From an optimization exercise on the open Yosys and OpenROAD flow, aimed at small area; shortcuts taken in it are not production practice.
Function was checked by simulation only, so behaviour that the tests miss may differ from the original.
No activity file was given, so power comes from the tool's default toggle rates.

$ cat design/flow/flow/run.sh
#!/bin/bash
# The standard layout (standard.sh), with two changes:
# every port is buffered by the smallest buffer, sky130_fd_sc_hd__buf_1, instead of the
# one buffer_ports picks itself; and clock tree synthesis uses larger sink clusters and
# inserts no dummy loads.
set -euo pipefail
bash standard.sh \
  "BUFFER_PORTS_ARGS=-buffer_cell sky130_fd_sc_hd__buf_1" \
  "CTS_ARGS=-sink_clustering_enable -repair_clock_nets -dont_use_dummy_load -buf_list sky130_fd_sc_hd__clkbuf_8 -sink_clustering_size 18 -sink_clustering_max_diameter 70" \
  finish > make_finish.log 2>&1
$ cat design/flow/standard.sh
#!/bin/bash
# synth_recipe.tcl (not shown) runs the flow's synth.tcl, then flattens the netlist and writes it again
# the make line also repeats each setting of config.mk as NAME=value (left out here)
make -C /OpenROAD-flow-scripts/flow DESIGN_CONFIG=/design/flow/config.mk WORK_HOME=/design/flow/orfs CLKGATE_MAP_FILE= SYNTH_SCRIPT=/design/flow/synth_recipe.tcl "${@:-finish}"
$ cat design/flow/config.mk
export PLATFORM = sky130hd
export DESIGN_NAME = iot_filter
export DESIGN_NICKNAME = iot_filter
export VERILOG_FILES = /design/flow/design.v
export SDC_FILE = /design/flow/constraint.sdc
export NUM_CORES = 4
export LEC_CHECK = 0
export ABC_AREA = 1
export CAP_MARGIN = 20
export CORE_MARGIN = 2
export CORE_UTILIZATION = 70
export SLEW_MARGIN = 20
$ cat design/flow/constraint.sdc
create_clock -name core_clock -period 6.0 [get_ports {clk}]
set_input_delay 1.2000 -clock core_clock [delete_from_list [all_inputs] [get_ports {clk}]]
set_output_delay 1.2000 -clock core_clock [all_outputs]
set_load 0.01 [all_outputs]
$ cat design/flow/design.v
package iot_pkg;
	localparam int BYTE_W = 8;    
	localparam int ITEM_W = 128;  
	localparam int CRC_W  = 3;    
	localparam int IDX_W  = 4;    
	typedef logic [BYTE_W-1:0] byte_t;
	typedef logic [ITEM_W-1:0] item_t;      
	typedef logic [CRC_W-1:0]  crc_t;
	typedef logic [IDX_W-1:0]  byte_idx_t;
	typedef enum logic [2:0] {
		fn_crc = 3'd3,  
		fn_max = 3'd4,  
		fn_min = 3'd5   
	} fn_e;
	localparam crc_t CRC_POLY = 3'b101;
endpackage
`timescale 1ns/1ps
`timescale 1ns/1ps
module crc3_unit (
	input  iot_pkg::crc_t  crc_in,   
	input  iot_pkg::byte_t byte_in,
	output iot_pkg::crc_t  crc_out   
);
	logic b07, b12;
	assign b07 = byte_in[0] ^ byte_in[7];
	assign b12 = byte_in[1] ^ byte_in[2];
	assign crc_out[0] = crc_in[2] ^ b07 ^ b12 ^ byte_in[4];
	assign crc_out[1] = crc_in[0] ^ b12 ^ byte_in[3] ^ byte_in[5];
	assign crc_out[2] = crc_in[1] ^ crc_in[2] ^ b07 ^ byte_in[1] ^ byte_in[3] ^ byte_in[6];
endmodule
`timescale 1ns/1ps
module rank_unit (
	input  logic           clk,
	input  logic           min_mode,   
	input  logic           step_best,
	input  logic           step_second,
	input  logic           first_byte,  
	input  logic           first_item,  
	input  logic           second_item, 
	input  logic           in_en,
	input  iot_pkg::byte_t iot_in,
	input  iot_pkg::byte_t held_byte,   
	input  logic           use_held,
	input  logic           crc_mode,    
	input  iot_pkg::crc_t  crc_val,     
	output iot_pkg::item_t best_q,
	output iot_pkg::item_t second_q
);
	iot_pkg::item_t best_n_q, second_n_q;
	assign best_q   = ~best_n_q;
	assign second_q = ~second_n_q;
	logic [1:0] cmp_best_q, cmp_second_q;
	logic [1:0] prev_best, prev_second, cmp_best, cmp_second;
	iot_pkg::byte_t top_best, top_second;
	iot_pkg::byte_t in_best, in_second;
	logic better_best, better_second;
	assign top_best   = best_q[iot_pkg::ITEM_W-1 -: iot_pkg::BYTE_W];
	assign top_second = second_q[iot_pkg::ITEM_W-1 -: iot_pkg::BYTE_W];
	always_comb begin
		if (min_mode) begin
			better_best   = (iot_in < top_best);
			better_second = (iot_in < top_second);
		end else begin
			better_best   = (iot_in > top_best);
			better_second = (iot_in > top_second);
		end
		prev_best   = first_byte ? 2'b00 : cmp_best_q;
		prev_second = second_item ? 2'b11 : (first_byte ? 2'b00 : cmp_second_q);
		cmp_best   = prev_best[1]   ? prev_best   : {iot_in != top_best,   better_best};
		cmp_second = prev_second[1] ? prev_second : {iot_in != top_second, better_second};
		if (use_held)
			in_best = held_byte;
		else if (!first_item && cmp_best == 2'b10)
			in_best = top_best;
		else
			in_best = iot_in;
		if (cmp_best == 2'b11)
			in_second = top_best;
		else if (cmp_second == 2'b10)
			in_second = top_second;
		else
			in_second = iot_in;
		if (crc_mode) begin
			in_best[iot_pkg::CRC_W-1:0]   = crc_val;
			in_second[iot_pkg::CRC_W-1:0] = crc_val;
		end
	end
	always_ff @(posedge clk) begin
		if (in_en) begin
			cmp_best_q   <= cmp_best;
			cmp_second_q <= cmp_second;
		end
		if (step_best)
			best_n_q <= {best_n_q[iot_pkg::ITEM_W-iot_pkg::BYTE_W-1:0], ~in_best};
		if (step_second)
			second_n_q <= {second_n_q[iot_pkg::ITEM_W-iot_pkg::BYTE_W-1:0], ~in_second};
	end
endmodule
`timescale 1ns/1ps
module iot_filter (
	input  logic           clk,
	input  logic           rst,
	input  logic           in_en,
	input  iot_pkg::byte_t iot_in,
	input  logic [2:0]     fn_sel,
	output logic           busy,
	output logic           valid,
	output iot_pkg::item_t iot_out
);
	logic crc_mode, rank_mode, min_mode;
	assign crc_mode  = (fn_sel == iot_pkg::fn_crc);
	assign rank_mode = (fn_sel == iot_pkg::fn_max) || (fn_sel == iot_pkg::fn_min);
	assign min_mode  = (fn_sel == iot_pkg::fn_min);
	iot_pkg::byte_idx_t byte_cnt;   
	logic [2:0]         item_cnt;   
	logic [2:0]         phase_q;    
	logic first_byte, last_byte, last_item, start;
	assign first_byte = (byte_cnt == '0);
	assign last_byte  = (byte_cnt == '1);
	assign last_item  = (item_cnt == '1);
	assign start = in_en && last_byte && (crc_mode || (rank_mode && last_item));
	logic ph1, ph3, ph4, ph5;
	assign ph1 = phase_q[2] & ~phase_q[1];
	assign ph3 = phase_q[2] &  phase_q[0];
	assign ph4 = ~phase_q[2] & phase_q[1];
	assign ph5 = ~phase_q[1] & phase_q[0];
	always_ff @(posedge clk or posedge rst) begin
		if (rst) begin
			byte_cnt <= '0;
			item_cnt <= '0;
			phase_q  <= '0;
		end else begin
			if (in_en) begin
				byte_cnt <= byte_cnt + 1'b1;
				if (last_byte)
					item_cnt <= item_cnt + 1'b1;
			end
			phase_q <= {start | (~phase_q[0] & (phase_q[2] | phase_q[1])), phase_q[2], phase_q[1]};
		end
	end
	assign busy  = rank_mode & (phase_q[2] | phase_q[1]);
	assign valid = phase_q[0] & (phase_q[2] ? crc_mode : rank_mode);
	iot_pkg::byte_t held_q;
	logic use_held;
	always_ff @(posedge clk) begin
		if (ph1)
			held_q <= iot_in;
	end
	assign use_held = rank_mode & ph5 & (byte_cnt == iot_pkg::byte_idx_t'(1));
	iot_pkg::item_t best_q, second_q;
	iot_pkg::crc_t  crc_val;
	crc3_unit i_crc (
		.crc_in(first_byte ? '0 : best_q[iot_pkg::CRC_W-1:0]),
		.byte_in(iot_in),
		.crc_out(crc_val)
	);
	logic step_best, step_second, first_item, second_item;
	assign first_item  = (item_cnt == 3'd0);
	assign second_item = (item_cnt == 3'd1);
	assign step_best   = (in_en & ~(rank_mode & ph1)) | use_held;
	assign step_second = in_en & (crc_mode ? last_byte : ~first_item);
	rank_unit i_rank (
		.clk(clk), .min_mode(min_mode),
		.step_best(step_best), .step_second(step_second),
		.first_byte(first_byte), .first_item(first_item), .second_item(second_item),
		.in_en(in_en), .iot_in(iot_in), .held_byte(held_q), .use_held(use_held),
		.crc_mode(crc_mode), .crc_val(crc_val),
		.best_q(best_q), .second_q(second_q)
	);
	logic sel_best, sel_second, sel_low;
	assign sel_best   = rank_mode & ph4;
	assign sel_second = rank_mode & ph5;
	assign sel_low    = sel_second | (crc_mode & ph3);
	assign iot_out[iot_pkg::ITEM_W-1:iot_pkg::CRC_W] =
		({(iot_pkg::ITEM_W-iot_pkg::CRC_W){sel_best}}   & best_q[iot_pkg::ITEM_W-1:iot_pkg::CRC_W]) |
		({(iot_pkg::ITEM_W-iot_pkg::CRC_W){sel_second}} & second_q[iot_pkg::ITEM_W-1:iot_pkg::CRC_W]);
	assign iot_out[iot_pkg::CRC_W-1:0] =
		({iot_pkg::CRC_W{sel_best}} & best_q[iot_pkg::CRC_W-1:0]) |
		({iot_pkg::CRC_W{sel_low}}  & second_q[iot_pkg::CRC_W-1:0]);
endmodule
==> metrics.md, run 1 <==
| Metric | Value |
|---|---|
| GPL Wtd Cong | 0.875 |
| Crit path max-delay family | buffers and inverters |
| Asr flop ratio synth | 0.0360 |
| Critical Path End Type | primary output |
| Measured slew at the worst slew-check pin | approximately 1.0 ns |
| Hold Buf Count CTS | 0 |
| Synth area leaders | edfxtp_1 (75%), o22ai_1 (7.5%), nand2_1 (2.7%) |
| Startpoint Class | input port |
| Required @ worst endpoint | 4.80 ns |
| Routed len/inst | 22.7 µm |
| Postcts setup bufs | 0 |
| Slowest-stage cell, CP | nand3_4 |
| Post-synth EDFFs | about 270 |
| First-pass DRT Iterations | 5 |
| Yosys top cell area share | 0.749 |
| DRT met1 WL | between 9 and 10 mm |
| Setup TNS | 0 ns |
| Seq/Total Area, Yosys | 0.773 |
| Final #Nets | roughly 900 |
| Clock Path Buffers | 3 |
| Worst-path cell chain | buf_1 > nor2_4 > nand3_4 > buf_4 > o22ai_1 > buf_1 |
| Port Buf Inserts | 143 |
| Wire length on met2 | ~11 mm |
| DR WL met3 | about 2.2 mm |
| Via Count | 6675 |
| Row count | 45 |
| Worst-path maximum fanout | 82 |
| Area Overhead vs Synth | 9.55% |
| P_leak | 0.00415 µW |
| Die height | 128 µm |
| GRT Overall Usage | 0.287 |
| PwrDens | about 400 mW/mm² |
| Placement Cell Area | 0.0115 mm² |
| Synthesized flop and latch total | 278 |
| Yosys cell types | 34 |
| Via density | 6.46 |
| Post-layout minimum cycle time | 4.68 ns |
| Delay of the slowest cell on the worst path | between 0.7 and 0.8 ns |
| Final max-slew violation count | 0 |
| Headroom to the max-slew limit | 0.309 |
| Final total power | 4600 µW |
| First-pass GRT wire length | around 35 mm |
| Initial Util | 0.712 |
| H-tree levels | 1 |
| Detail Route Antenna Nets | 0 |
| Antenna violations before repair | 0 |
| Total clock sinks | 278 |
| Dpl ws | 1.39 ns |
| Antenna diodes | 0 |
| RSZ-0062 raised after global routing | no |
| Cells after Synth | 706 |
| Setup Viol. Count Final | 0 |
| Syn Area/Cell | around 15 µm² |
| Share of layout cells above drive strength 1 | 0.0603 |
| Post-cts resize count | 0 |
| HP Class | reg2reg |
| Crit path top cell by count | buf_1 |
| Buf/Inv on CP | 3 |
| Crit path DAT | 3.48 ns |
| Synthesized area | approximately 0.011 mm² |
| Worst-path clk slew | 0.10 ns |
| Io pins | ~140 |
| Clock root cell | clkbuf_8 |
| # DRC | 0 |
| Total die area | 0.0164 mm² |
| Maxcap violations | 0 |
| F_max | 214 MHz |
| Vias in the first global route | roughly 6300 |
| Period utilisation layout | 0.779 |
| Final Hold Viols | 0 |
| Finished Cell Area | 0.0118 mm² |
| Width of the chip | 128 µm |
| Clock Latency Late Sink | 0.51 ns |
| Setup slack after layout | 1.32 ns |
| Commonest non-fill, non-tap cell in the layout | edfxtp_1 |
| Main synth FF type | edfxtp_1 |
| Core Region | 0.0151 mm² |
| Post-DP HPWL | 15.6 mm |
| Status | no timing/DRC/antenna violations |
| Iter 0 DRT Violations | 682 |
| Post-Synthesis Net Count | 743 |
| Top routing layer in use | met4 |
| Setup CP Type | in2out |
| Cell taking the most area after synthesis | edfxtp_1 |
| Grt ovf | 0 |
| Setup Skew | 0.0394 ns |
| Post-Route WL | 23.4 mm |
| Max VDD drop | 258 µV |
| Largest net degree at the start of global routing | 125 |
| TritonCTS clock tree | built |
| Most frequent cells in the layout | edfxtp_1 (268), buf_1 (143), o22ai_1 (128) |
| Warnings from Yosys | 2 |
| Inserted Clock Buffers | 19 |
==> area by class of cell <==
| cell class | count | area, µm² |
|---|---|---|
| Clock buffer | 19 | 262 |
| Fill cell | 850 | 3320 |
| Inverter | 50 | 190 |
| Multi-Input combinational cell | 349 | 2180 |
| Sequential cell | 278 | 8300 |
| Tap cell | 188 | 235 |
| Timing Repair Buffer | 150 | 602 |
==> Yosys cell counts, types with 2 or more instances <==
cell type  instances
inv_2              4
nand3_1           26
edfxtp_1         268
a21o_1             2
ha_1              23
xnor2_1            5
o22ai_1          128
a31oi_1            2
xor2_1             9
buf_2              2
nand2_1           78
a21oi_1            6
inv_1             46
dfrtp_1           10
nand4_1           16
clkbuf_1          21
nor2_2             3
nor2_1            15
nand3b_1           5
nor2_4             2
nand2_2            4
o21ai_0           12
nand3_2            3
buf_1              6
==> cell families (layout without fill, tap and decap cells) <==
| group | count (synthesis) | after routing | synth area share |
|---|---|---|---|
| AND/OR/NAND/NOR | 157 | 157 | 0.0707 |
| adder cells (fa/ha/maj) | 23 | 23 | 0.0268 |
| flip-flops | 278 | 278 | 0.773 |
| AO/OA/AOI/OAI | 153 | 153 | 0.0882 |
| multiplexers | 1 | 1 | 0.00105 |
| buffers and inverters | 79 | 219 | 0.0278 |
| XOR/XNOR | 15 | 15 | 0.0129 |
==> path summary, 6_finish.rpt <==
path / end / slack (ns) / cells past startpoint / startpoint
setup / recovery: iot_out[5] / 1.32 / 6 / fn_sel[1]
hold reg to reg: i_rank.second_n_q[38] / 0.45 / 0 / i_rank.second_n_q[30]
hold / removal: i_rank.second_n_q[38] / 0.45 / 0 / i_rank.second_n_q[30]
min in group asynchronous: byte_cnt[1] / 0.61 / 2 / rst
max in group asynchronous: phase_q[1] / 5.12 / 2 / rst
setup reg to reg: i_rank.best_n_q[114] / 3.34 / 5 / phase_q[0]
==> power breakdown <==
group / total, µW / internal, µW / switching (µW)
logic: 931 / 291 / 640
clock network: 796 / 287 / 509
registers: 2870 / 2620 / 255
==> flip-flops by register name, indices dropped and copies added, names as in the netlist <==
signal,cells
i_rank.best_n_q,128
i_rank.second_n_q,128
held_q,8
byte_cnt,4
item_cnt,3
phase_q,3
i_rank.cmp_best_q,2
i_rank.cmp_second_q,2
==> through the flow <==
stage               instances  utilization  hold WS [ns]
floorplan                 706            -         0.427
global placement         1015        0.763         0.428
detailed placement       1015        0.763         0.434
CTS                      1034        0.780         0.457
global route             1034        0.780         0.467
finish                   1034        0.780         0.453
==> metal layers <==
layer | global-route usage | vias to the layer above
met5 | 0 | -
met4 | 0.0776 | 0
met3 | 0.0568 | 41
met2 | 0.458 | 393
met1 | 0.417 | 3257
li1 | - | 2984
==> inputs of run 2 (changes only) <==
--- a/design/flow/design.v
+++ b/design/flow/design.v
@@ -39,8 +39,8 @@
 	input  logic           second_item, 
 	input  logic           in_en,
 	input  iot_pkg::byte_t iot_in,
-	input  iot_pkg::byte_t held_byte,   
-	input  logic           use_held,
+	input  logic           hold_byte,   
+	input  logic           use_held,    
 	input  logic           crc_mode,    
 	input  iot_pkg::crc_t  crc_val,     
 	output iot_pkg::item_t best_q,
@@ -50,6 +50,9 @@
 	assign best_q   = ~best_n_q;
 	assign second_q = ~second_n_q;
 	logic [1:0] cmp_best_q, cmp_second_q;
+	logic [iot_pkg::BYTE_W/2-1:0] held_hi_q;
+	iot_pkg::byte_t held_byte;
+	assign held_byte = {held_hi_q, cmp_best_q, cmp_second_q};
 	logic [1:0] prev_best, prev_second, cmp_best, cmp_second;
 	iot_pkg::byte_t top_best, top_second;
 	iot_pkg::byte_t in_best, in_second;
@@ -87,8 +90,11 @@
 	end
 	always_ff @(posedge clk) begin
 		if (in_en) begin
-			cmp_best_q   <= cmp_best;
-			cmp_second_q <= cmp_second;
+			if (hold_byte)
+				{cmp_best_q, cmp_second_q} <= iot_in[iot_pkg::BYTE_W/2-1:0];
+			else
+				{cmp_best_q, cmp_second_q} <= {cmp_best, cmp_second};
+			held_hi_q <= iot_in[iot_pkg::BYTE_W-1:iot_pkg::BYTE_W/2];
 		end
 		if (step_best)
 			best_n_q <= {best_n_q[iot_pkg::ITEM_W-iot_pkg::BYTE_W-1:0], ~in_best};
@@ -140,12 +146,7 @@
 	end
 	assign busy  = rank_mode & (phase_q[2] | phase_q[1]);
 	assign valid = phase_q[0] & (phase_q[2] ? crc_mode : rank_mode);
-	iot_pkg::byte_t held_q;
 	logic use_held;
-	always_ff @(posedge clk) begin
-		if (ph1)
-			held_q <= iot_in;
-	end
 	assign use_held = rank_mode & ph5 & (byte_cnt == iot_pkg::byte_idx_t'(1));
 	iot_pkg::item_t best_q, second_q;
 	iot_pkg::crc_t  crc_val;
@@ -163,7 +164,7 @@
 		.clk(clk), .min_mode(min_mode),
 		.step_best(step_best), .step_second(step_second),
 		.first_byte(first_byte), .first_item(first_item), .second_item(second_item),
-		.in_en(in_en), .iot_in(iot_in), .held_byte(held_q), .use_held(use_held),
+		.in_en(in_en), .iot_in(iot_in), .hold_byte(ph1), .use_held(use_held),
 		.crc_mode(crc_mode), .crc_val(crc_val),
 		.best_q(best_q), .second_q(second_q)
 	);
==> metrics.md, run 2 <==
| Metric | Value |
|---|---|
| Status | no timing/DRC/antenna violations |
| Setup Skew | 0.0212 ns (-0.0182 ns) |
| Post-layout minimum cycle time | 4.30 ns (-0.376 ns) |
| Post-DP HPWL | 15.1 mm (-3.3%) |
| Maxcap violations | 0 (unchanged) |
| Io pins | 144 (unchanged) |
| P_leak | 0.00414 µW (-0.42%) |
| Delay of the slowest cell on the worst path | 0.66 ns (-0.10 ns) |
| Clock Latency Late Sink | 0.50 ns (about the same) |
| Asr flop ratio synth | 0.0365 (+0.000525) |
| TritonCTS clock tree | built |
| Area Overhead vs Synth | 9.37% |
| Clock root cell | clkbuf_8 |
| Crit path DAT | 3.10 ns (-0.38 ns) |
| Largest registers | i_rank.best_n_q (128), i_rank.second_n_q (128) |
| # DRC | 0 (unchanged) |
| Post-cts resize count | 0 (unchanged) |
| Final Hold Viols | 0 (unchanged) |
| Fill cells | 856 (+0.71%) |
| Antenna diodes | 0 (unchanged) |
| Startpoint Class | input port |
| Inserted Clock Buffers | 19 (unchanged) |
| Seq/Total Area, Yosys | 0.765 (-0.00708) |
| Multi-input gate area | 0.00220 mm² (+1.1%) |
| Synth area leaders | edfxtp_1 (74%), o22ai_1 (7.5%), nand2_1 (3.1%) |
| H-tree levels | 1 (unchanged) |
| GRT Overall Usage | 0.277 (-0.0103) |
| Antenna violations before repair | 0 (unchanged) |
| Total die area | 0.0163 mm² (-0.52%) |
| Port Buf Inserts | 143 (unchanged) |
| Postcts setup bufs | 0 (unchanged) |
| First-pass GRT wire length | 34.1 mm (-2.4%) |
| Setup Viol. Count Final | 0 (unchanged) |
| Measured slew at the worst slew-check pin | 0.953 ns (-0.0837 ns) |
| Warnings from Yosys | 2 (unchanged) |
| Yosys top cell area share | 0.742 (-0.00721) |
| Setup CP Type | in2out |
| Most frequent cells in the layout | edfxtp_1 (264), buf_1 (143), o22ai_1 (128) |
| Row count | 45 (unchanged) |
| Grt ovf | 0 (unchanged) |
| First-pass DRT Iterations | 5 (unchanged) |
| HP Class | reg2reg |
| Cell taking the most area after synthesis | edfxtp_1 |
| Period utilisation layout | 0.717 (-0.0627) |
| Synthesized area | 0.0107 mm² (-0.54%) |
| Post-synth EDFFs | 264 (-1.5%) |
| Total clock sinks | 274 (-1.4%) |
| RSZ-0062 raised after global routing | no |
| Clock Path Buffers | 3 (unchanged) |
| Width of the chip | 128 µm (-0.26%) |
| Vias in the first global route | 6240 (-0.78%) |
| Slowest-stage cell, CP | inv_4 |
| Largest net degree at the start of global routing | 129 (+3.2%) |
| Reg area | 0.00818 mm² (-1.4%) |
| Yosys cell types | 31 (-8.8%) |
| Core Region | 0.0150 mm² (-0.37%) |
| Placement Cell Area | 0.0114 mm² (-0.72%) |
| Finished Layout Cells | 1043 (+0.87%) |
| Die height | 128 µm (-0.26%) |
| Critical Path End Type | primary output |
| Commonest non-fill, non-tap cell in the layout | edfxtp_1 |
| GPL Wtd Cong | 0.910 (+4.0%) |
| Synthesized flop and latch total | 274 (-1.4%) |
| Initial Util | 0.711 (-0.00116) |
| Most instantiated cells after synthesis | edfxtp_1 (264), o22ai_1 (128), nand2_1 (89) |
| Via density | 6.31 (-2.3%) |
| Most numerous cell in the Yosys netlist | edfxtp_1 |
| Finished Cell Area | 0.0117 mm² (-0.70%) |
| Via Count | 6577 (-1.5%) |
| F_max | 233 MHz (+8.8%) |
| Max VDD drop | 279 µV (+8.2%) |
| Final max-slew violation count | 0 (unchanged) |
| Dpl cells | 1024 (+0.89%) |
| Post-Route WL | 22.6 mm (-3.7%) |
| Hold Buf Count CTS | 0 (unchanged) |
| Worst-path clk slew | 0.10 ns (about the same) |
| Worst-path cell chain | buf_1 > inv_1 > nor2_4 > nand2_1 > nor2_2 > inv_4 > buf_4 > o22ai_1 > buf_1 |
| Required @ worst endpoint | 4.80 ns (about the same) |
| Worst-path maximum fanout | 89 (+8.5%) |
| Headroom to the max-slew limit | 0.364 (+0.0558) |
| Final #Nets | 894 (+1.0%) |
| Crit path top cell by count | buf_1 |
| Main synth FF type | edfxtp_1 |
| Dpl ws | 1.75 ns (+0.361 ns) |
| Post-Synthesis Net Count | 754 (+1.5%) |
| Share of layout cells above drive strength 1 | 0.0596 (-0.000635) |
| PwrDens | 398 mW/mm² (+1.9%) |
| Iter 0 DRT Violations | 676 (-0.88%) |
| Syn Area/Cell | 14.9 µm² (-2.1%) |
| Detail Route Antenna Nets | 0 (unchanged) |
| Routed len/inst | 21.6 µm (-4.5%) |
| Cells after Synth | 717 (+1.6%) |
| Setup TNS | 0 ns (unchanged) |
| Setup slack after layout | 1.70 ns (+0.376 ns) |
| Final total power | 4650 µW (+1.2%) |
==> run 2: cells by family (layout without fill, tap and decap cells) <==
group | count (synthesis) | after routing | synth area share
AO/OA/AOI/OAI | 160 | 160 | 0.0913
XOR/XNOR | 14 | 14 | 0.0115
flip-flops | 274 | 274 | 0.765
multiplexers | 1 | 1 | 0.00105
AND/OR/NAND/NOR | 160 | 160 | 0.0726
buffers and inverters | 85 | 223 | 0.0312
adder cells (fa/ha/maj) | 23 | 23 | 0.0269
==> run 2: worst paths after layout <==
kind                                             from               endpoint  slack, ns  cells past startpoint
max in group asynchronous                         rst             phase_q[2]       5.10                      2
worst max register to register             phase_q[1]    i_rank.best_n_q[20]       3.23                      4
min in group asynchronous                         rst            byte_cnt[2]       0.62                      2
worst min register to register  i_rank.second_n_q[33]  i_rank.second_n_q[41]       0.46                      0
worst max-delay path                        fn_sel[2]           iot_out[116]       1.70                      9
worst min-delay path            i_rank.second_n_q[33]  i_rank.second_n_q[41]       0.46                      0
==> run 2: final cells by class <==
type / instances / share of cell area
Clock buffer: 19 / 0.0224
Sequential cell: 274 / 0.700
Tap cell: 188 / 0.0201
Multi-Input combinational cell: 358 / 0.189
Inverter: 55 / 0.0181
Timing Repair Buffer: 149 / 0.0509
==> run 2: per-layer routing <==
| layer | part of all wire | global-route usage | vias to the layer above | routed length, µm |
|---|---|---|---|---|
| met1 | 0.41 | 0.411 | 3162 | 9230 |
| met3 | 0.095 | 0.0507 | 34 | 2150 |
| met2 | 0.48 | 0.438 | 386 | 10800 |
| li1 | - | - | 2995 | - |
| met4 | 0.017 | 0.0659 | 0 | 377 |
| met5 | 0 | 0 | - | 0 |
==> run 2: per-stage QoR <==
stage | utilization | hold slack, ns
2_1_floorplan | - | 0.427
3_3_place_gp | 0.760 | 0.429
3_5_place_dp | 0.760 | 0.434
4_1_cts | 0.777 | 0.448
5_1_grt | 0.777 | 0.463
6_report | 0.777 | 0.455
==> run 2: power by group <==
group / switching, µW / total, µW / leakage [µW] / internal [µW]
Clock: 504 / 790 / 0.000137 / 287
Combinational: 694 / 1010 / 0.00133 / 315
Sequential: 256 / 2860 / 0.00267 / 2600
==> run 2: worst max-delay path, delay by kind of cell <==
family,cells,cell delay (ns)
and+or+nand+nor,3,0.23
buffers and inverters,5,1.47
AOI/OAI and AO/OA,1,0.14
==> inputs of run 3 (changes only) <==
==> design/flow/flow/run.sh (replaced) <==
#!/bin/bash
# The standard layout (standard.sh), with three changes:
# - synthesis is the standard flow's own (synth_recipe.tcl and ORFS's synth.tcl), except that ABC maps
#   the logic with flow/abc_area.script, a stronger area-only script; registers are untouched;
# - every port is buffered by the smallest buffer, sky130_fd_sc_hd__buf_1, instead of the
#   one buffer_ports picks itself;
# - clock tree synthesis uses larger sink clusters and inserts no dummy loads.
set -euo pipefail
here=$(pwd)

sed 's|^  log_cmd abc {\*}\$abc_args$|  log_cmd abc -script '"$here"'/flow/abc_area.script {*}[lrange $abc_args 2 end]|' \
  "$FLOW_HOME/scripts/synth.tcl" > synth_own.tcl
grep -q 'flow/abc_area.script' synth_own.tcl
sed 's|source \$::env(SCRIPTS_DIR)/synth.tcl|source '"$here"'/synth_own.tcl|' synth_recipe.tcl > synth_recipe_own.tcl
grep -q 'synth_own.tcl' synth_recipe_own.tcl

bash standard.sh \
  "SYNTH_SCRIPT=$here/synth_recipe_own.tcl" \
  "BUFFER_PORTS_ARGS=-buffer_cell sky130_fd_sc_hd__buf_1" \
  "CTS_ARGS=-sink_clustering_enable -repair_clock_nets -dont_use_dummy_load -buf_list sky130_fd_sc_hd__clkbuf_8 -sink_clustering_size 18 -sink_clustering_max_diameter 70" \
  finish > make_finish.log 2>&1
==> design/flow/flow/abc_area.script (new file) <==
strash
ifraig
dc2
strash
dch -f
map -a
topo
dnsize -c
==> metrics.md, run 3 <==
| Metric | Value |
|---|---|
| Die height | 125 µm (-2.1%) |
| Setup TNS | 0 ns (unchanged) |
| Setup CP Type | in2out |
| Initial Util | 0.709 (-0.00216) |
| Worst-path clk slew | 0.10 ns (about the same) |
| Most numerous cell in the Yosys netlist | edfxtp_1 |
| Seq/Total Area, Yosys | 0.800 (+0.0348) |
| Dpl ws | 1.52 ns (-0.233 ns) |
| Required @ worst endpoint | 4.80 ns (about the same) |
| Slowest-stage cell, CP | buf_4 |
| Asr flop ratio synth | 0.0365 (unchanged) |
| Post-synthesis compound-gate area fraction | 0.116 (+0.0243) |
| Area Overhead vs Synth | 11.0% |
| Buf/Inv on CP | 5 (unchanged) |
| Via density | 6.40 (+1.5%) |
| Synth Area in Adders | 0.0282 (+0.00122) |
| Measured slew at the worst slew-check pin | 1.02 ns (+0.0680 ns) |
| TritonCTS clock tree | built |
| Commonest non-fill, non-tap cell in the layout | edfxtp_1 |
| Status | no timing/DRC/antenna violations |
| First-pass GRT wire length | 31.6 mm (-7.2%) |
| Post-DP HPWL | 12.8 mm (-15%) |
| PwrDens | 405 mW/mm² (+1.6%) |
| Setup Skew | 0.0533 ns (+0.0321 ns) |
| Core Region | 0.0144 mm² (-4.1%) |
| Final #Nets | 822 (-8.1%) |
| Total clock sinks | 274 (unchanged) |
| Crit path DAT | 3.37 ns (+0.27 ns) |
| Warnings from Yosys | 2 (unchanged) |
| GRT Overall Usage | 0.253 (-0.0234) |
| Delay of the slowest cell on the worst path | 0.45 ns (-0.21 ns) |
| Post-Synthesis Net Count | 652 (-14%) |
| Setup Viol. Count Final | 0 (unchanged) |
| Most instantiated cells after synthesis | edfxtp_1 (264), o22ai_1 (131), nand2_1 (33) |
| Worst-path maximum fanout | 72 (-19%) |
| Finished Cell Area | 0.0113 mm² (-2.9%) |
| Via Count | 6191 (-5.9%) |
| Grt ovf | 0 (unchanged) |
| Routed len/inst | 20.8 µm (-4.1%) |
| Detail Route Antenna Nets | 0 (unchanged) |
| Iter 0 DRT Violations | 647 (-4.3%) |
| Setup slack after layout | 1.43 ns (-0.269 ns) |
| Worst-path cell chain | buf_1 > clkinv_1 > nor2_1 > nand2_1 > nor2_1 > inv_4 > buf_4 > o22ai_1 > buf_1 |
| GPL Wtd Cong | 0.876 (-3.7%) |
| Hold Buf Count CTS | 0 (unchanged) |
| Main synth FF type | edfxtp_1 |
| Max VDD drop | 292 µV (+4.7%) |
| Maxcap violations | 0 (unchanged) |
| F_max | 219 MHz (-5.9%) |
| Row count | 44 (-2.2%) |
| Crit path max-delay family | buffers and inverters |
| Post-cts resize count | 0 (unchanged) |
| Cells after Synth | 615 (-14%) |
| Yosys cell types | 25 (-19%) |
| # DRC | 0 (unchanged) |
| Synth area leaders | edfxtp_1 (78%), o22ai_1 (8.0%), ha_1 (2.8%) |
| Largest registers | i_rank.best_n_q (128), i_rank.second_n_q (128) |
| Port Buf Inserts | 143 (unchanged) |
| Multi-input gate area | 0.00197 mm² (-11%) |
| Syn Area/Cell | 16.6 µm² (+12%) |
| Reg area | 0.00818 mm² (unchanged) |
| Inserted Clock Buffers | 19 (unchanged) |
| Clock root cell | clkbuf_8 |
| Final Hold Viols | 0 (unchanged) |
| Post-Route WL | 20.1 mm (-11%) |
| Post-Synth XOR/XNOR Area | 0.0120 (+0.000521) |
| Width of the chip | 125 µm (-2.1%) |
| Startpoint Class | input port |
| Postcts setup bufs | 0 (unchanged) |
| Vias in the first global route | 5961 (-4.5%) |
| Mux share of post-synthesis cell area | 0.00110 (+0.0000479) |
| RSZ-0062 raised after global routing | no |
| Placement Cell Area | 0.0111 mm² (-3.0%) |
| First-pass DRT Iterations | 5 (unchanged) |
| Total die area | 0.0156 mm² (-4.2%) |
| Share of layout cells above drive strength 1 | 0.0434 (-0.0162) |
| Largest family of logic cells by synthesized area | compound AO/OA/AOI/OAI gates |
| P_leak | 0.00370 µW (-10%) |
| Yosys top cell area share | 0.776 (+0.0337) |
| Synthesized area | 0.0102 mm² (-4.3%) |
| Critical Path End Type | primary output |
| Cell taking the most area after synthesis | edfxtp_1 |
| Headroom to the max-slew limit | 0.317 (-0.0478) |
| Io pins | 144 (unchanged) |
| Fill cells | 840 (-1.9%) |
| H-tree levels | 1 (unchanged) |
| Post-synth EDFFs | 264 (unchanged) |
| Clock Latency Late Sink | 0.50 ns (about the same) |
| Simple-gate share of the synthesized area | 0.0329 (-0.0397) |
| Synthesized flop and latch total | 274 (unchanged) |
| Clock Path Buffers | 3 (unchanged) |
| Post-layout minimum cycle time | 4.57 ns (+0.269 ns) |
| Final max-slew violation count | 0 (unchanged) |
| Period utilisation layout | 0.762 (+0.0449) |
| Largest net degree at the start of global routing | 129 (unchanged) |
| Antenna diodes | 0 (unchanged) |
| Most frequent cells in the layout | edfxtp_1 (264), buf_1 (143), o22ai_1 (131) |
| Antenna violations before repair | 0 (unchanged) |
| HP Class | reg2reg |
-- run 3: report_power, final --
part | total (µW) | switching (µW) | internal (µW)
Combinational | 910 | 621 | 290
Sequential | 2890 | 247 | 2640
Clock | 791 | 505 | 286
Total | 4590 | 1370 | 3220
-- run 3: layer usage --
layer  part of all wire  global-route usage  up-vias
met1               0.43               0.399     3057
met2               0.48               0.389      289
met3              0.078              0.0361       25
met4              0.015              0.0575        0
li1                   -                   -     2820
met5                  0                   0        -
-- run 3: worst register-to-register path, cell delays in order, from the launching register on --
cell	delay [ns]
edfxtp_1	0.50
ha_1	0.37
nand2_1	0.08
o31ai_1	0.24
a31oi_1	0.09
o221a_2	0.25
nand2_1	0.06
o211ai_1	0.08
nand2_1	0.09
clkinv_1	0.09
nor2_1	0.70
clkinv_1	0.28
o21ai_0	0.26
o22ai_1	0.13
-- run 3: cell families after synthesis --
| group | count (synthesis) |
|---|---|
| flip-flops | 274 |
| AND/OR/NAND/NOR | 82 |
| AO/OA/AOI/OAI | 194 |
| adder cells (fa/ha/maj) | 23 |
| multiplexers | 1 |
| buffers and inverters | 27 |
| XOR/XNOR | 14 |
-- run 3: worst paths after layout --
check | start | endpoint | cells past startpoint | slack (ns)
max in group asynchronous | rst | byte_cnt[2] | 2 | 5.18
min reg2reg | i_rank.second_n_q[26] | i_rank.second_n_q[34] | 0 | 0.39
min in group asynchronous | rst | phase_q[1] | 2 | 0.59
min | i_rank.second_n_q[26] | i_rank.second_n_q[34] | 0 | 0.39
max reg2reg | i_rank.best_n_q[123] | i_rank.second_n_q[2] | 13 | 2.52
max | fn_sel[2] | iot_out[64] | 9 | 1.43
-- run 3: layout make-up --
type / count / area share
flip-flops and latches: 274 / 0.721
multi-input cells: 314 / 0.173
repair buffers: 149 / 0.0535
clock buffers: 19 / 0.0230
well taps: 184 / 0.0203
inverters: 27 / 0.00915
-- run 3: stage by stage --
stage                     utilization  total power [µW]  hold slack, ns  instances
final                           0.787              4590           0.392        967
after global routing            0.787              4830           0.402        967
after CTS                       0.787              4600           0.389        967
after detailed placement        0.768              3820           0.433        948
after global placement          0.768              3770           0.429        948
after floorplan                     -              3470           0.408        615
==> inputs of run 4 (changes only) <==
--- a/design/flow/flow/run.sh
+++ b/design/flow/flow/run.sh
@@ -1,7 +1,9 @@
 #!/bin/bash
 # The standard layout (standard.sh), with three changes:
 # - synthesis is the standard flow's own (synth_recipe.tcl and ORFS's synth.tcl), except that ABC maps
-#   the logic with flow/abc_area.script, a stronger area-only script; registers are untouched;
+#   the logic with flow/abc_area.script, a stronger area-only script, and adders and
+#   comparators are left to ABC instead of being mapped to half adders first (ADDER_MAP_FILE
+#   empty); registers are untouched;
 # - every port is buffered by the smallest buffer, sky130_fd_sc_hd__buf_1, instead of the
 #   one buffer_ports picks itself;
 # - clock tree synthesis uses larger sink clusters and inserts no dummy loads.
@@ -16,6 +18,7 @@
 
 bash standard.sh \
   "SYNTH_SCRIPT=$here/synth_recipe_own.tcl" \
+  "ADDER_MAP_FILE=" \
   "BUFFER_PORTS_ARGS=-buffer_cell sky130_fd_sc_hd__buf_1" \
   "CTS_ARGS=-sink_clustering_enable -repair_clock_nets -dont_use_dummy_load -buf_list sky130_fd_sc_hd__clkbuf_8 -sink_clustering_size 18 -sink_clustering_max_diameter 70" \
   finish > make_finish.log 2>&1
==> design/flow/flow/abc_area.script (replaced) <==
strash
ifraig
dc2
strash
dch -f
amap
topo
dnsize -c
--- a/design/flow/config.mk
+++ b/design/flow/config.mk
@@ -8,5 +8,5 @@
 export ABC_AREA = 1
 export CAP_MARGIN = 20
 export CORE_MARGIN = 2
-export CORE_UTILIZATION = 70
+export CORE_UTILIZATION = 78
 export SLEW_MARGIN = 20
==> metrics.md, run 4 <==
| Metric | Value |
|---|---|
| H-tree levels | 1 (unchanged) |
| Via Count | 6788 (+9.6%) |
| Initial Util | 0.798 (+0.0896) |
| Worst-path cell chain | buf_1 > clkinv_1 > nor2_1 > nor2_1 > o211ai_1 > a21oi_1 > nor3_1 > nor2_1 > a2111oi_0 > a21oi_1 > o22ai_1 > buf_4 > clkinv_1 > nor3_1 > clkinv_1 > o21ai_0 > a21oi_1 > a21oi_1 > o21ai_0 |
| Cells after Synth | 605 (-1.6%) |
| Post-cts resize count | 0 (unchanged) |
| Post-Route WL | 24.4 mm (+22%) |
| Routed len/inst | 25.7 µm (+24%) |
| Via density | 7.15 (+12%) |
| Worst-path maximum fanout | 10 (-86%) |
| Die height | 117 µm (-6.0%) |
| Largest family of logic cells by synthesized area | compound AO/OA/AOI/OAI gates |
| Port Buf Inserts | 143 (unchanged) |
| Post-synthesis compound-gate area fraction | 0.137 (+0.0209) |
| Io pins | 144 (unchanged) |
| First-pass DRT Iterations | 7 (+2) |
| Dpl cells | 931 (-1.8%) |
| Synth Area in Adders | 0 (-0.0282) |
| Share of layout cells above drive strength 1 | 0.0437 (+0.000279) |
| Postcts setup bufs | 0 (unchanged) |
| Post-Synth XOR/XNOR Area | 0 (-0.0120) |
| Cell taking the most area after synthesis | edfxtp_1 |
| Worst-path clk slew | 0.11 ns (about the same) |
| Syn Area/Cell | 16.6 µm² (-0.23%) |
| Inserted Clock Buffers | 19 (unchanged) |
| Synth area leaders | edfxtp_1 (79%), o22ai_1 (8.9%), dfrtp_1 (2.5%) |
| Yosys cell types | 33 (+32%) |
| Maxcap violations | 0 (unchanged) |
| Antenna violations before repair | 0 (unchanged) |
| PwrDens | 408 mW/mm² (+0.85%) |
| Status | no timing/DRC/antenna violations |
| TritonCTS clock tree | built |
| Slowest-stage cell, CP | a2111oi_0 |
| Width of the chip | 117 µm (-6.0%) |
| Measured slew at the worst slew-check pin | 1.00 ns (-0.0172 ns) |
| Crit path top cell by count | a21oi_1 |
| Post-layout minimum cycle time | 4.70 ns (+0.127 ns) |
| Setup Viol. Count Final | 0 (unchanged) |
| Iter 0 DRT Violations | 1000 (+55%) |
| Setup Skew | 0.0631 ns (+0.00983 ns) |
| Asr flop ratio synth | 0.0365 (unchanged) |
| Finished Layout Cells | 950 (-1.8%) |
| Seq/Total Area, Yosys | 0.815 (+0.0151) |
| Fill cells | 492 (-41%) |
| Most frequent cells in the layout | edfxtp_1 (264), o22ai_1 (143), buf_1 (143) |
| First-pass GRT wire length | 36.9 mm (+17%) |
| RSZ-0062 raised after global routing | no |
| Most numerous cell in the Yosys netlist | edfxtp_1 |
| GRT Overall Usage | 0.352 (+0.0985) |
| Post-Synthesis Net Count | 619 (-5.1%) |
| Commonest non-fill, non-tap cell in the layout | edfxtp_1 |
| Row count | 41 (-6.8%) |
| Delay of the slowest cell on the worst path | 0.42 ns (-0.03 ns) |
| Vias in the first global route | 6467 (+8.5%) |
| Post-DP HPWL | 15.3 mm (+20%) |
| Required @ worst endpoint | 6.29 ns (+1.49 ns) |
| Crit path DAT | 4.99 ns (+1.62 ns) |
| Mux share of post-synthesis cell area | 0 (-0.00110) |
| Setup CP Type | in2reg |
| Antenna diodes | 0 (unchanged) |
| Warnings from Yosys | 2 (unchanged) |
| Max VDD drop | 330 µV (+13%) |
| Total clock sinks | 274 (unchanged) |
| Detail Route Antenna Nets | 0 (unchanged) |
| Period utilisation layout | 0.783 (+0.0212) |
| Main synth FF type | edfxtp_1 |
| Setup TNS | 0 ns (unchanged) |
| Grt ovf | 0 (unchanged) |
| Final #Nets | 794 (-3.4%) |
| Startpoint Class | input port |
| Final max-slew violation count | 0 (unchanged) |
| Critical Path End Type | flip-flop |
| Most instantiated cells after synthesis | edfxtp_1 (264), o22ai_1 (143), nor2_1 (52) |
| Simple-gate share of the synthesized area | 0.0351 (+0.00212) |
| Headroom to the max-slew limit | 0.325 (+0.00882) |
| GPL Wtd Cong | 0.897 (+2.5%) |
| Clock root cell | clkbuf_8 |
| Buf/Inv on CP | 5 (unchanged) |
| P_leak | 0.00354 µW (-4.5%) |
| Synthesized flop and latch total | 274 (unchanged) |
| F_max | 213 MHz (-2.7%) |
| Area Overhead vs Synth | 11.6% |
| Final Hold Viols | 0 (unchanged) |
| Crit path max-delay family | compound AO/OA/AOI/OAI gates |
| Post-synth EDFFs | 264 (unchanged) |
| Hold Buf Count CTS | 0 (unchanged) |
| Core Region | 0.0126 mm² (-13%) |
| Clock Latency Late Sink | 0.54 ns (+0.04 ns) |
| # DRC | 0 (unchanged) |
| HP Class | reg2reg |
| Clock Path Buffers | 3 (unchanged) |
| Synthesized area | 0.0100 mm² (-1.8%) |
| Yosys top cell area share | 0.790 (+0.0146) |
| Largest registers | i_rank.best_n_q (128), i_rank.second_n_q (128) |
| Final total power | 4570 µW (-0.54%) |
| Largest net degree at the start of global routing | 79 (-39%) |
| Total die area | 0.0138 mm² (-12%) |
-- run 4: cell types whose count changed after synthesis, sizes merged, moves of 7 or more --
cell,before,now
a21oi,21,13
nor2,31,52
clkinv,27,35
nand3,11,1
ha,23,0
nor3,2,9
xnor2,8,0
nand2,33,14
o22ai,131,143
-- run 4: cell type report --
cell class | count | area [µm²] | area share
clock buffer | 19 | 262 | 0.0234
timing repair buffer | 154 | 644 | 0.0576
multi-input combinational | 296 | 1760 | 0.157
sequential | 274 | 8180 | 0.731
inverter | 35 | 134 | 0.0120
tap | 172 | 215 | 0.0192
-- run 4: cell families after synthesis --
logic type      Yosys count
compound gates          212
buf+inv                  35
flops                   274
simple gates             84
-- run 4: routing by layer --
metal | global-route usage | wire, µm | vias to the layer above
li1 | - | - | 2841
met1 | 0.495 | 8470 | 3258
met2 | 0.582 | 12200 | 616
met3 | 0.0725 | 3110 | 73
met4 | 0.0881 | 616 | 0
met5 | 0 | 0 | -
-- run 4: path summary, 6_finish.rpt --
kind,start,depth (start not counted),slack (ns),endpoint
min in group asynchronous,rst,2,0.56,phase_q[1]
min,i_rank.best_n_q[72],0,0.39,i_rank.best_n_q[80]
min reg2reg,i_rank.best_n_q[72],0,0.39,i_rank.best_n_q[80]
max,iot_in[3],19,1.30,i_rank.best_n_q[1]
max reg2reg,i_rank.best_n_q[127],17,1.81,i_rank.best_n_q[1]
max in group asynchronous,rst,2,5.22,byte_cnt[1]
-- run 4: power breakdown --
| group | switching, µW | internal, µW | total [µW] |
|---|---|---|---|
| Clock | 536 | 287 | 823 |
| Sequential | 257 | 2610 | 2860 |
| Combinational | 621 | 259 | 880 |
-- run 4: worst register-to-register path, stage by stage (launching register included) --
cell	delay, ns
edfxtp_1	0.53
clkinv_1	0.11
nor2_1	0.07
nor2_1	0.10
o211ai_1	0.16
a2111o_1	0.41
a2111o_1	0.49
a21oi_1	0.18
a21oi_1	0.07
o22ai_1	0.14
buf_4	0.19
clkinv_1	0.27
nor3_1	0.31
clkinv_1	0.35
o21ai_0	0.30
a21oi_1	0.06
a21oi_1	0.13
o21ai_0	0.09
-- run 4: through the flow --
step | hold slack (ns) | cell area [µm²] | utilization | setup WS, ns
final | 0.392 | 11200 | 0.890 | 1.30
after CTS | 0.390 | 11200 | 0.890 | 1.48
after detailed placement | 0.408 | 10900 | 0.869 | 1.00
after floorplan | 0.382 | 10000 | - | 0.0704
after global routing | 0.389 | 11200 | 0.890 | 0.999
after global placement | 0.395 | 10900 | 0.869 | 1.28
==> inputs of run 5 (changes only) <==
--- a/design/flow/config.mk
+++ b/design/flow/config.mk
@@ -8,5 +8,5 @@
 export ABC_AREA = 1
 export CAP_MARGIN = 20
 export CORE_MARGIN = 2
-export CORE_UTILIZATION = 78
+export CORE_UTILIZATION = 70
 export SLEW_MARGIN = 20
==> metrics.md, run 5 <==
| Metric | Value |
|---|---|
| Most numerous cell in the Yosys netlist | edfxtp_1 |
| Post-layout minimum cycle time | 4.46 ns (-0.239 ns) |
| Met3 GRT Util | 0.0591 (-0.0134) |
| Die height | 124 µm (+5.4%) |
| Period utilisation layout | 0.743 (-0.0399) |
| Postcts setup bufs | 0 (unchanged) |
| Width of the chip | 124 µm (+5.4%) |
| Total clock sinks | 274 (unchanged) |
| Buf/Inv on CP | 6 (+1) |
| Post-cts resize count | 0 (unchanged) |
| Required @ worst endpoint | 6.26 ns (-0.03 ns) |
| Status | no timing/DRC/antenna violations |
| Inserted Clock Buffers | 19 (unchanged) |
| Routing usage on met1 | 0.413 (-0.0819) |
| Clock Path Buffers | 3 (unchanged) |
| Synthesized flop and latch total | 274 (unchanged) |
| Crit path top cell by count | a21oi_1 |
| NetSw | 1340 µW (-5.2%) |
| Setup TNS | 0 ns (unchanged) |
| Vias in the first global route | 5955 (-7.9%) |
| Startpoint Class | input port |
| Main synth FF type | edfxtp_1 |
| Warnings from Yosys | 2 (unchanged) |
| Most frequent cells in the layout | edfxtp_1 (264), o22ai_1 (143), buf_1 (143) |
| Final total power | 4490 µW (-1.6%) |
| Clock share of power | 0.179 (about the same) |
| Seq/Total Area, Yosys | 0.815 (unchanged) |
| Cell taking the most area after synthesis | edfxtp_1 |
| Detail Route Antenna Nets | 0 (unchanged) |
| Antenna violations before repair | 0 (unchanged) |
| Io pins | 144 (unchanged) |
| Cells after Synth | 605 (unchanged) |
| Share of layout cells above drive strength 1 | 0.0425 (-0.00123) |
| Max VDD drop | 288 µV (-13%) |
| Synthesized area | 0.0100 mm² (unchanged) |
| Final core utilization | 0.804 (-0.0862) |
| Clock root cell | clkbuf_8 |
| Measured slew at the worst slew-check pin | 1.01 ns (+0.000971 ns) |
| HP Class | reg2reg |
| Yosys top cell area share | 0.790 (unchanged) |
| Crit path DAT | 4.72 ns (-0.27 ns) |
| Worst-path cell chain | buf_1 > clkinv_1 > nor2_1 > nor2_1 > o211ai_1 > a21oi_1 > nor3_1 > nor2_1 > a2111oi_0 > a21oi_1 > o22ai_1 > buf_4 > clkinv_1 > nor3_1 > buf_4 > clkinv_1 > o21ai_0 > a21oi_1 > a21oi_1 > o21ai_0 |
| Commonest non-fill, non-tap cell in the layout | edfxtp_1 |
| Setup Skew | 0.0569 ns (-0.00624 ns) |
| GPL Wtd Cong | 0.959 (+6.8%) |
| F_max | 224 MHz (+5.4%) |
| Final #Nets | 793 (-0.13%) |
| GRT Overall Usage | 0.279 (-0.0728) |
| Maxcap violations | 0 (unchanged) |
| Headroom to the max-slew limit | 0.328 (+0.00301) |
| Met2 Resource Use GR | 0.434 (-0.148) |
| RSZ-0062 raised after global routing | no |
| Largest net degree at the start of global routing | 129 (+63%) |
| Net Sw Frac | 0.298 (-0.0112) |
| Delay of the slowest cell on the worst path | 0.50 ns (+0.08 ns) |
| Post-DP HPWL | 14.0 mm (-8.3%) |
| Via density | 6.65 (-6.9%) |
| Area Overhead vs Synth | 11.7% |
| First-pass GRT wire length | 31.9 mm (-14%) |
| Synth area leaders | edfxtp_1 (79%), o22ai_1 (8.9%), dfrtp_1 (2.5%) |
| Yosys cell types | 33 (unchanged) |
| Worst-path maximum fanout | 10 (unchanged) |
| Grt ovf | 0 (unchanged) |
| Port Buf Inserts | 143 (unchanged) |
| Clock Latency Late Sink | 0.52 ns (-0.02 ns) |
| Asr flop ratio synth | 0.0365 (unchanged) |
| Comb pwr share | 0.187 (-0.006) |
| Int Power | 3150 µW (about the same) |
| Setup Viol. Count Final | 0 (unchanged) |
| Row count | 43 (+4.9%) |
| Setup CP Type | in2reg |
| Most crowded layer after global routing | met2 |
| Syn Area/Cell | 16.6 µm² (unchanged) |
| TritonCTS clock tree | built |
| Final max-slew violation count | 0 (unchanged) |
| Initial Util | 0.720 (-0.0783) |
| # DRC | 0 (unchanged) |
| Post-Route WL | 21.7 mm (-11%) |
| Total die area | 0.0153 mm² (+11%) |
| Largest registers | i_rank.best_n_q (128), i_rank.second_n_q (128) |
| Post-synth EDFFs | 264 (unchanged) |
| Hold Buf Count CTS | 0 (unchanged) |
| Flop pwr share | 0.634 (+0.007) |
| Worst-path clk slew | 0.11 ns (about the same) |
| Critical Path End Type | flip-flop |
| Slowest-stage cell, CP | a2111oi_0 |
| Antenna diodes | 0 (unchanged) |
| Iter 0 DRT Violations | 877 (-12%) |
| H-tree levels | 1 (unchanged) |
| Core Region | 0.0139 mm² (+11%) |
| PwrDens | 401 mW/mm² (-1.8%) |
| Post-Synthesis Net Count | 619 (unchanged) |
| Via Count | 6367 (-6.2%) |
| P_leak | 0.00354 µW (about the same) |
| Crit path max-delay family | compound AO/OA/AOI/OAI gates |
| First-pass DRT Iterations | 5 (-2) |
| Routed len/inst | 22.6 µm (-12%) |
| Most instantiated cells after synthesis | edfxtp_1 (264), o22ai_1 (143), nor2_1 (52) |
| Final Hold Viols | 0 (unchanged) |
## run 5: cell counts after synthesis
No cell type changed its count.
## run 5: power by group through the flow
stage	clock network (µW)	registers, µW	logic (µW)
after detailed placement	0	2880	835
after floorplan	0	2790	551
final	804	2850	839
after CTS	819	2840	836
after global placement	0	2850	813
after global routing	872	2890	922
## run 5: worst paths after layout
path                                       from                     to  slack [ns]  cells after the start
max                                   iot_in[3]     i_rank.best_n_q[1]        1.54                     20
min                        i_rank.second_n_q[8]  i_rank.second_n_q[16]        0.40                      0
max reg2reg                i_rank.best_n_q[123]     i_rank.best_n_q[1]        2.16                     19
min reg2reg                i_rank.second_n_q[8]  i_rank.second_n_q[16]        0.40                      0
max in group asynchronous                   rst            byte_cnt[2]        5.16                      2
min in group asynchronous                   rst             phase_q[1]        0.56                      2
## run 5: cells by family after synthesis
logic type / share of synthesized area
AOI/OAI and AO/OA: 0.137
and+or+nand+nor: 0.0351
buffers and inverters: 0.0131
DFF: 0.815
## run 5: metrics by stage
step	setup WS [ns]	area, µm²	hold WS (ns)	cells
3_5_place_dp	1.11	10900	0.410	938
6_report	1.54	11200	0.400	957
4_1_cts	1.60	11200	0.398	957
3_3_place_gp	1.15	10900	0.390	938
5_1_grt	1.06	11200	0.410	957
2_1_floorplan	0.0704	10000	0.382	605
## run 5: final cells by class
class,count,area (µm²)
clock buffers,19,262
inverters,35,134
fillers,730,2730
flip-flops and latches,274,8180
repair buffers,153,649
well taps,180,225
multi-input cells,296,1760
## run 5: worst register-to-register path: stages, from the launching register on
cell       delay (ns)
edfxtp_1         0.49
clkinv_1         0.14
nor2_1           0.16
nor2_1           0.06
o211ai_1         0.11
a21oi_1          0.06
nor3_1           0.14
nor2_1           0.05
a2111oi_0        0.50
a21oi_1          0.16
o22ai_1          0.13
buf_4            0.18
clkinv_1         0.23
nor3_1           0.21
buf_4            0.19
clkinv_1         0.25
o21ai_0          0.27
a21oi_1          0.06
a21oi_1          0.13
o21ai_0          0.09
## run 5: routing by layer
layer | vias up | routed length [µm] | part of all wire
met5 | - | 0 | 0
met4 | 0 | 424 | 0.020
met3 | 42 | 2240 | 0.10
met2 | 369 | 10300 | 0.48
met1 | 3109 | 8650 | 0.40
li1 | 2847 | - | -
==> inputs of run 6 (changes only) <==
--- a/design/flow/config.mk
+++ b/design/flow/config.mk
@@ -6,7 +6,7 @@
 export NUM_CORES = 4
 export LEC_CHECK = 0
 export ABC_AREA = 1
-export CAP_MARGIN = 20
+export CAP_MARGIN = 5
 export CORE_MARGIN = 2
 export CORE_UTILIZATION = 70
-export SLEW_MARGIN = 20
+export SLEW_MARGIN = 5
==> metrics.md, run 6 <==
| Metric | Value |
|---|---|
| Most frequent cells in the layout | edfxtp_1 (264), o22ai_1 (143), buf_1 (143) |
| Final total power | 4490 µW (unchanged) |
| Largest registers | i_rank.best_n_q (128), i_rank.second_n_q (128) |
| Core Region | 0.0139 mm² (unchanged) |
| Multi-input gate area | 0.00176 mm² (unchanged) |
| Cells after Synth | 605 (unchanged) |
| Worst hold path depth | 0 (unchanged) |
| Synth area leaders | edfxtp_1 (79%), o22ai_1 (8.9%), dfrtp_1 (2.5%) |
| Hold Buf Count CTS | 0 (unchanged) |
| Vias in the first global route | 5955 (unchanged) |
| Final max-slew violation count | 0 (unchanged) |
| H-tree levels | 1 (unchanged) |
| Min-delay src | i_rank.second_n_q[8] |
| Finished Layout Cells | 957 (unchanged) |
| P_leak | 0.00354 µW (unchanged) |
| Iter 0 DRT Violations | 877 (unchanged) |
| Startpoint Class | input port |
| Synthesized flop and latch total | 274 (unchanged) |
| Clock Path Buffers | 3 (unchanged) |
| Crit path DAT | 4.72 ns (about the same) |
| Dpl cells | 938 (unchanged) |
| Worst-path clk slew | 0.11 ns (about the same) |
| Detail Route Antenna Nets | 0 (unchanged) |
| Most numerous cell in the Yosys netlist | edfxtp_1 |
| Via Count | 6367 (unchanged) |
| Seq/Total Area, Yosys | 0.815 (unchanged) |
| Asr flop ratio synth | 0.0365 (unchanged) |
| Main synth FF type | edfxtp_1 |
| Post-synth EDFFs | 264 (unchanged) |
| Measured slew at the worst slew-check pin | 1.01 ns (unchanged) |
| Post-cts resize count | 0 (unchanged) |
| Warnings from Yosys | 2 (unchanged) |
| GRT Overall Usage | 0.279 (unchanged) |
| Via density | 6.65 (unchanged) |
| Setup CP Type | in2reg |
| Worst-path maximum fanout | 10 (unchanged) |
| R2R cell count | 19 (unchanged) |
| Maxcap violations | 0 (unchanged) |
| First-pass DRT Iterations | 5 (unchanged) |
| Reg-to-reg startpoint | i_rank.best_n_q[123] |
| Total die area | 0.0153 mm² (unchanged) |
| Share of layout cells above drive strength 1 | 0.0425 (unchanged) |
| Headroom to the max-slew limit | 0.328 (unchanged) |
| Initial Util | 0.720 (unchanged) |
| Die height | 124 µm (unchanged) |
| Routed len/inst | 22.6 µm (unchanged) |
| F_max | 224 MHz (unchanged) |
| Commonest non-fill, non-tap cell in the layout | edfxtp_1 |
| Inserted Clock Buffers | 19 (unchanged) |
| Period utilisation layout | 0.743 (unchanged) |
| # DRC | 0 (unchanged) |
| Port Buf Inserts | 143 (unchanged) |
| PwrDens | 401 mW/mm² (unchanged) |
| First-pass GRT wire length | 31.9 mm (unchanged) |
| WHS | 0.400 ns (unchanged) |
| HP Class | reg2reg |
| Reg area | 0.00818 mm² (unchanged) |
| Syn Area/Cell | 16.6 µm² (unchanged) |
| Antenna diodes | 0 (unchanged) |
| Reg2reg setup slack | 2.16 ns (about the same) |
| Width of the chip | 124 µm (unchanged) |
| Setup Skew | 0.0569 ns (unchanged) |
| Final Hold Viols | 0 (unchanged) |
| RSZ-0062 raised after global routing | no |
| Total clock sinks | 274 (unchanged) |
| Post-DP HPWL | 14.0 mm (unchanged) |
| Critical Path End Type | flip-flop |
| Status | no timing/DRC/antenna violations |
| Fill cells | 730 (unchanged) |
| Hold endpoint | i_rank.second_n_q[16] |
| Final #Nets | 793 (unchanged) |
| Io pins | 144 (unchanged) |
| Post-Route WL | 21.7 mm (unchanged) |
| Clock Latency Late Sink | 0.52 ns (about the same) |
| Area Overhead vs Synth | 11.7% (unchanged) |
| Grt ovf | 0 (unchanged) |
| Postcts setup bufs | 0 (unchanged) |
| Synthesized area | 0.0100 mm² (unchanged) |
| Yosys cell types | 33 (unchanged) |
| Most instantiated cells after synthesis | edfxtp_1 (264), o22ai_1 (143), nor2_1 (52) |
| Max VDD drop | 288 µV (unchanged) |
| GPL Wtd Cong | 0.959 (unchanged) |
| Setup Viol. Count Final | 0 (unchanged) |
| Row count | 43 (unchanged) |
| Post-layout minimum cycle time | 4.46 ns (unchanged) |
| Yosys top cell area share | 0.790 (unchanged) |
| Required @ worst endpoint | 6.26 ns (about the same) |
| TritonCTS clock tree | built |
| Largest net degree at the start of global routing | 129 (unchanged) |
| Post-Synthesis Net Count | 619 (unchanged) |
| Cell taking the most area after synthesis | edfxtp_1 |
| Antenna violations before repair | 0 (unchanged) |
| Setup TNS | 0 ns (unchanged) |
| Clock root cell | clkbuf_8 |
| RR Endpoint | i_rank.best_n_q[1] |
-- run 6: cell counts after synthesis --
No cell type changed its count.
-- run 6: cell type report --
| class | instances | share of cell area |
|---|---|---|
| flip-flops and latches | 274 | 0.730 |
| multi-input cells | 296 | 0.157 |
| repair buffers | 153 | 0.0580 |
| clock buffers | 19 | 0.0233 |
| well taps | 180 | 0.0201 |
| inverters | 35 | 0.0119 |
-- run 6: how the worst max path moves through the flow --
stage,endpoint,from,slack [ns],depth (start not counted)
final,i_rank.best_n_q[1],iot_in[3],1.54,20
after global routing,i_rank.best_n_q[1],iot_in[3],1.06,20
after CTS,iot_out[43],fn_sel[1],1.60,8
after detailed placement,i_rank.best_n_q[1],iot_in[3],1.11,20
after global placement,i_rank.best_n_q[1],iot_in[3],1.15,20
after floorplan,i_rank.second_n_q[0],fn_sel[1],0.07,4
-- run 6: cell families after synthesis --
family                 count (synthesis)  synth area share
flip-flops                           274             0.815
buffers and inverters                 35            0.0131
AND/OR/NAND/NOR                       84            0.0351
AO/OA/AOI/OAI                        212             0.137
-- run 6: report_power, final --
part / total, µW / switching (µW) / internal (µW)
combinational: 839 / 580 / 259
sequential: 2850 / 242 / 2600
clock: 804 / 517 / 287
-- run 6: metal layers --
metal | share of wire | routed length, µm | track usage
met3 | 0.10 | 2240 | 0.0591
met1 | 0.40 | 8650 | 0.413
met5 | 0 | 0 | 0
met2 | 0.48 | 10300 | 0.434
met4 | 0.020 | 424 | 0.0703
-- run 6: critical path, stage by stage --
cell and delay, ns:
buf_1 0.24, clkinv_1 0.26, nor2_1 0.21, nor2_1 0.06, o211ai_1 0.11, a21oi_1 0.06, nor3_1 0.14, nor2_1 0.05
a2111oi_0 0.50, a21oi_1 0.16, o22ai_1 0.13, buf_4 0.18, clkinv_1 0.23, nor3_1 0.21, buf_4 0.19, clkinv_1 0.25
o21ai_0 0.27, a21oi_1 0.06, a21oi_1 0.12, o21ai_0 0.09
-- run 6: through the flow --
step            util  cell area (µm²)  worst slack, ns
2_1_floorplan      -            10000           0.0704
3_3_place_gp   0.785            10900             1.15
3_5_place_dp   0.785            10900             1.11
4_1_cts        0.804            11200             1.60
5_1_grt        0.804            11200             1.06
6_report       0.804            11200             1.54
==> inputs of run 7 (changes only) <==
--- a/design/flow/flow/run.sh
+++ b/design/flow/flow/run.sh
@@ -20,5 +20,5 @@
   "SYNTH_SCRIPT=$here/synth_recipe_own.tcl" \
   "ADDER_MAP_FILE=" \
   "BUFFER_PORTS_ARGS=-buffer_cell sky130_fd_sc_hd__buf_1" \
-  "CTS_ARGS=-sink_clustering_enable -repair_clock_nets -dont_use_dummy_load -buf_list sky130_fd_sc_hd__clkbuf_8 -sink_clustering_size 18 -sink_clustering_max_diameter 70" \
+  "CTS_ARGS=-sink_clustering_enable -repair_clock_nets -dont_use_dummy_load -buf_list sky130_fd_sc_hd__clkbuf_4 -sink_clustering_size 10 -sink_clustering_max_diameter 50" \
   finish > make_finish.log 2>&1
--- a/design/flow/config.mk
+++ b/design/flow/config.mk
@@ -6,7 +6,7 @@
 export NUM_CORES = 4
 export LEC_CHECK = 0
 export ABC_AREA = 1
-export CAP_MARGIN = 5
+export CAP_MARGIN = 20
 export CORE_MARGIN = 2
 export CORE_UTILIZATION = 70
-export SLEW_MARGIN = 5
+export SLEW_MARGIN = 20
==> metrics.md, run 7 <==
| Metric | Value |
|---|---|
| Status | no timing/DRC/antenna violations |
| First-pass GRT wire length | 32.6 mm (+2.1%) |
| Reg area | 0.00818 mm² (unchanged) |
| Dpl ws | 1.11 ns (unchanged) |
| Setup TNS | 0 ns (unchanged) |
| GRT Overall Usage | 0.285 (+0.00573) |
| Largest net degree at the start of global routing | 129 (unchanged) |
| Postcts setup bufs | 0 (unchanged) |
| Clock Latency Late Sink | 0.66 ns (+0.14 ns) |
| Setup crit end | iot_out[43] |
| Setup Skew | 0.0213 ns (-0.0356 ns) |
| Port Buf Inserts | 143 (unchanged) |
| Headroom to the max-slew limit | 0.318 (-0.0107) |
| Required @ worst endpoint | 4.80 ns (-1.46 ns) |
| Reg2reg setup slack | 2.10 ns (-0.06 ns) |
| Setup CP Type | in2out |
| Detail Route Antenna Nets | 0 (unchanged) |
| Final max-slew violation count | 0 (unchanged) |
| Antenna violations before repair | 1 (+1) |
| RR Endpoint | i_rank.best_n_q[1] |
| Setup slack after layout | 1.59 ns (+0.0462 ns) |
| F_max | 227 MHz (+1.0%) |
| Measured slew at the worst slew-check pin | 1.02 ns (+0.0160 ns) |
| Post-Synthesis Net Count | 619 (unchanged) |
| GPL Wtd Cong | 0.959 (unchanged) |
| Finished Cell Area | 0.0112 mm² (-0.26%) |
| Grt ovf | 0 (unchanged) |
| Post-layout minimum cycle time | 4.41 ns (-0.0462 ns) |
| TritonCTS clock tree | built |
| Post-Route WL | 22.0 mm (+1.4%) |
| DRT met1 WL | 8.98 mm (+3.8%) |
| Setup Viol. Count Final | 0 (unchanged) |
| Top routing layer in use | met4 |
| Worst Setup SP | fn_sel[1] |
| Total die area | 0.0153 mm² (unchanged) |
| Io pins | 144 (unchanged) |
| Via density | 6.68 (+0.42%) |
| Period utilisation layout | 0.735 (-0.00770) |
| Post-cts resize count | 0 (unchanged) |
| Worst-path maximum fanout | 70 (+60) |
| Seq/Total Area, Yosys | 0.815 (unchanged) |
| Antenna diodes | 0 (unchanged) |
| Most frequent cells in the layout | edfxtp_1 (264), o22ai_1 (143), buf_1 (143) |
| Commonest non-fill, non-tap cell in the layout | edfxtp_1 |
| RSZ-0062 raised after global routing | no |
| Via Count | 6474 (+1.7%) |
| Total clock sinks | 274 (unchanged) |
| DR WL met3 | 2.18 mm (-2.5%) |
| Critical Path End Type | primary output |
| Reg-to-reg startpoint | i_rank.best_n_q[127] |
| Share of layout cells above drive strength 1 | 0.0570 (+0.0146) |
| Multi-input gate area | 0.00176 mm² (unchanged) |
| Startpoint Class | input port |
| Post-synth EDFFs | 264 (unchanged) |
| Crit path DAT | 3.21 ns (-1.51 ns) |
| Vias in the first global route | 6031 (+1.3%) |
| Die height | 124 µm (unchanged) |
| Worst-path clk slew | 0.10 ns (about the same) |
| Max VDD drop | 247 µV (-14%) |
| First-pass DRT Iterations | 6 (+1) |
| Maxcap violations | 0 (unchanged) |
| Core Region | 0.0139 mm² (unchanged) |
| Warnings from Yosys | 2 (unchanged) |
| Initial Util | 0.720 (unchanged) |
| Hold Buf Count CTS | 0 (unchanged) |
| Cell taking the most area after synthesis | edfxtp_1 |
| Cells after Synth | 605 (unchanged) |
| Area Overhead vs Synth | 11.4% |
| Post-DP HPWL | 14.0 mm (unchanged) |
| Main synth FF type | edfxtp_1 |
| # DRC | 0 (unchanged) |
-- run 7: metrics by stage --
stage,total power [µW],util,hold WS [ns],instances
after global placement,3660,0.785,0.390,938
after global routing,4660,0.802,0.380,969
final,4460,0.802,0.428,969
after CTS,4460,0.802,0.390,969
after detailed placement,3710,0.785,0.410,938
after floorplan,3340,-,0.382,605
-- run 7: layer usage --
metal	vias to the layer above	global-route usage
li1	2892	-
met1	3152	0.428
met2	389	0.436
met3	41	0.0604
met4	0	0.0724
met5	-	0
-- run 7: critical path, stage by stage --
cell	delay (ns)
buf_1	0.07
clkinv_1	0.05
nand2_1	0.13
nor3_1	0.45
inv_4	0.39
buf_4	0.40
o22ai_1	0.30
buf_1	0.19
-- run 7: final cells by class --
type	count	share of cell area
flip-flops and latches	274	0.732
multi-input cells	296	0.157
repair buffers	153	0.0581
clock buffers	31	0.0208
well taps	180	0.0202
inverters	35	0.0120
-- run 7: worst min-delay path by stage --
stage	endpoint	slack [ns]	cells past startpoint
2_1_floorplan	phase_q[1]	0.38	0
3_3_place_gp	phase_q[1]	0.39	0
3_5_place_dp	phase_q[1]	0.41	0
4_1_cts	item_cnt[0]	0.39	2
5_1_grt	item_cnt[0]	0.38	2
6_report	item_cnt[0]	0.43	2
-- run 7: cell families (layout without fill, tap and decap cells) --
| group | after synthesis | after routing | share of synthesized area |
|---|---|---|---|
| flops | 274 | 274 | 0.815 |
| buf+inv | 35 | 219 | 0.0131 |
| compound gates | 212 | 212 | 0.137 |
| simple gates | 84 | 84 | 0.0351 |
-- run 7: report_power, final --
group	leakage [µW]	switching [µW]	internal [µW]
Clock	0.000143	537	237
Sequential	0.00267	241	2600
Combinational	0.000729	585	259
Total	0.00354	1360	3100

## what the ideal ports hide
No port has a modelled driver above. Below, the same layouts with a new extraction and two added sets of constraints. Step 1 sets driving cells, clkbuf_16 on the clock port and buf_2 on the other inputs (assumed; they add their load-dependent delay and slew). Step 2 times the ports against the registers' clock, not the clock port: input delays grow and output delays shrink by t, the midpoint of the rising clock arrivals with the driver on. Slacks: ideal ports / drivers / drivers and shift; pairs: ideal ports / drivers.
run | t (ns) | slack for setup (ns) | worst setup path after step 2
run 1 | 0.532 | 1.324 / 1.299 / 1.299 | input to output
run 2 | 0.528 | 1.700 / 1.681 / 1.681 | input to output
run 3 | 0.514 | 1.430 / 1.409 / 1.409 | input to output
run 4 | 0.544 | 1.303 / 1.290 / 0.745 | input to register
run 5 | 0.526 | 1.543 / 1.546 / 1.019 | input to register
run 6 | 0.526 | 1.543 / 1.546 / 1.019 | input to register
run 7 | 0.691 | 1.589 / 1.569 / 0.922 | input to register
After both steps setup and hold are still met in every run listed. For run 7, which loses most, drivers alone change the setup slack by -0.020 ns; drivers and shift together by -0.667 ns.
